What follows belongs to an exercise in optimizing a design on an open flow for small area, a short achievable clock period and few clock cycles per item; a production flow would make more cautious choices.
In this exercise RTL edits were held to simulation tests only and were not proved equivalent to the original.
No activity file was given, so power comes from the tool's default toggle rates.

==> inputs of run F <==
// poly1305_reduce
module poly1305_reduce
(
  input  logic           clk,
  input  logic           rst,
  input  logic           start,
  input  logic [P_W-1:0] P,
  output logic [H_W-1:0] H,
  output logic           ready,
  output logic           busy
);
  logic [130:0] u;
  logic [130:0] v;
  logic [129:0] sum1;
  logic [1:0]   qt;
  logic [5:0]   l_next;
  logic [129:0] s0_next;
  logic [8-1:0] kb_next;
  logic         kl_next;
  logic         cpre_next;
  logic [129:0] s0;
  logic [8-1:0] kb;
  logic         kl;
  logic         cpre;
  logic [4:0]   l5;
  logic [4:0]   l10;
  logic         e1;
  logic         e2;
  logic         k;
  logic         g_root;
  logic         p_root;
  logic         zc;
  logic         cin5;
  logic         c;
  poly1305_fold5 u_fold (
    .lo (P[129:0]),
    .hi (P[258:130]),
    .u  (u),
    .v  (v)
  );
  logic b0_g0;
  assign b0_g0 = u[0] & v[0];
  logic b0_g1;
  assign b0_g1 = u[1] & v[1];
  logic b0_g2;
  assign b0_g2 = u[2] & v[2];
  logic b0_g3;
  assign b0_g3 = u[3] & v[3];
  logic b0_g4;
  assign b0_g4 = u[4] & v[4];
  logic b0_g5;
  assign b0_g5 = u[5] & v[5];
  logic b0_g6;
  assign b0_g6 = u[6] & v[6];
  logic b0_g7;
  assign b0_g7 = u[7] & v[7];
  logic b0_g8;
  assign b0_g8 = u[8] & v[8];
  logic b0_g9;
  assign b0_g9 = u[9] & v[9];
  logic b0_g10;
  assign b0_g10 = u[10] & v[10];
  logic b0_g11;
  assign b0_g11 = u[11] & v[11];
  logic b0_g12;
  assign b0_g12 = u[12] & v[12];
  logic b0_g13;
  ...
export LEC_CHECK = 0
export ABC_AREA = 1
export CAP_MARGIN = 20
export CORE_MARGIN = 2
export CORE_UTILIZATION = 40
export SETUP_SLACK_MARGIN = 2.5
export SLEW_MARGIN = 20
create_clock -name core_clock -period 6.0 [get_ports {clk}]
standard.sh (not shown) runs the stock make flow with config.mk's settings and CLKGATE_MAP_FILE= SYNTH_SCRIPT=/design/flow/synth_recipe.tcl, a recipe that flattens the netlist after the stock synthesis.
==> flow/flow/run.sh <==
#!/bin/bash
# Layout flow: the standard layout (standard.sh: ORFS with the standard flow's synthesis, config and
# constraints), except that the port buffers buffer_ports inserts are buf_1 cells instead of
# the cell it picks by default (clkdlybuf4s50_1, a slow delay cell). Every port still gets
# its buffer. The full output of the run is kept in standard_flow.log in this folder; ORFS
# keeps each step's own log under orfs/logs/.
set -euo pipefail
bash standard.sh "BUFFER_PORTS_ARGS=-buffer_cell sky130_fd_sc_hd__buf_1" finish > standard_flow.log 2>&1
==> run R: changes against run F <==
- ABC_AREA: 1 -> not set
- CORE_UTILIZATION: 40 -> 55
==> qor summary <==
quantity                                                                       run R         run F
Run status                                          no timing/DRC/antenna violations  no timing/DRC/antenna violations
Non-Filler Instances                                                            2409          3391
Rel. slew slack                                                               25.43%        55.34%
Vias in the first global route                                                 13029         17191
Fill cells                                                                      1757          3881
Total of clock buffers placed in the layout                                       20            18
Wire length of the first global-routing pass                                65910 um      88840 um
Crit path largest cell delay                                                  520 ps        330 ps
Total wirelength of the detailed-routed design                              48230 um      57540 um
Seq area share                                                                14.12%        12.51%
Inverters, non-clock                                                              81           284
Power density relative to cell area                                     340.6 nW/um2  324.7 nW/um2
Number of core rows                                                               59            74
Die Span Y                                                                  166.2 um      207.5 um
Number of distinct library cells after synthesis                                  83            44
Fraction of layout cells with a size suffix above 1                           32.09%        23.54%
Non-Clock Buffer Area Fraction                                                15.93%        14.63%
Worst Setup Slack post-DPL                                                   1289 ps       1207 ps
Global-route track usage on met3                                              6.101%        5.008%
Register cell area after layout                                             2885 um2      2844 um2
Leak Pwr                                                                    8.623 nW      11.06 nW
Total area of multi-input combinational cells                              13040 um2     14150 um2
Area of all placed cells without fillers                                   20440 um2     22740 um2
Proportion of power drawn by combinational gates                               58.2%         61.2%
Post-synthesis share of cell area spent on and, or, nand and nor gates        18.52%        33.74%
Testbench counts of run F, summed over its fixed seeds: cycles 1,600, items 1,600.
Testbench counts of run R, summed over its fixed seeds: cycles 1,600, items 1,600.

[port drivers added, routing unchanged]
The flow's constraints put no driver on any port. The routed layouts listed below were extracted and timed again, unchanged, in two steps.
Step 1 sets driving cells, clkbuf_16 on the clock port and buf_2 on the other inputs (assumed; they add their load-dependent delay and slew).
Step 2 moves the port delays by t, midway between the first and last clock arrival at a register: inputs arrive t later, outputs are due t later. That takes back most of the time a late clock gives input paths.
a / b / c = ideal ports / drivers / drivers and shift; a / b = the first two.
| run | shift t [ns] | slack for setup (ns) | hold WS [ns] | worst setup path at the end | clock arrival spread, ns |
|---|---|---|---|---|---|
| run F | 0.508 | 1.750 / 1.696 / 2.184 | 0.534 / 0.500 / 1.008 | input to register | 0.012 / 0.012 |
| run R | 0.486 | 1.246 / 1.196 / 1.682 | 0.553 / 0.525 / 1.011 | register to output | 0.010 / 0.010 |
After both steps setup and hold are still met in every run listed.
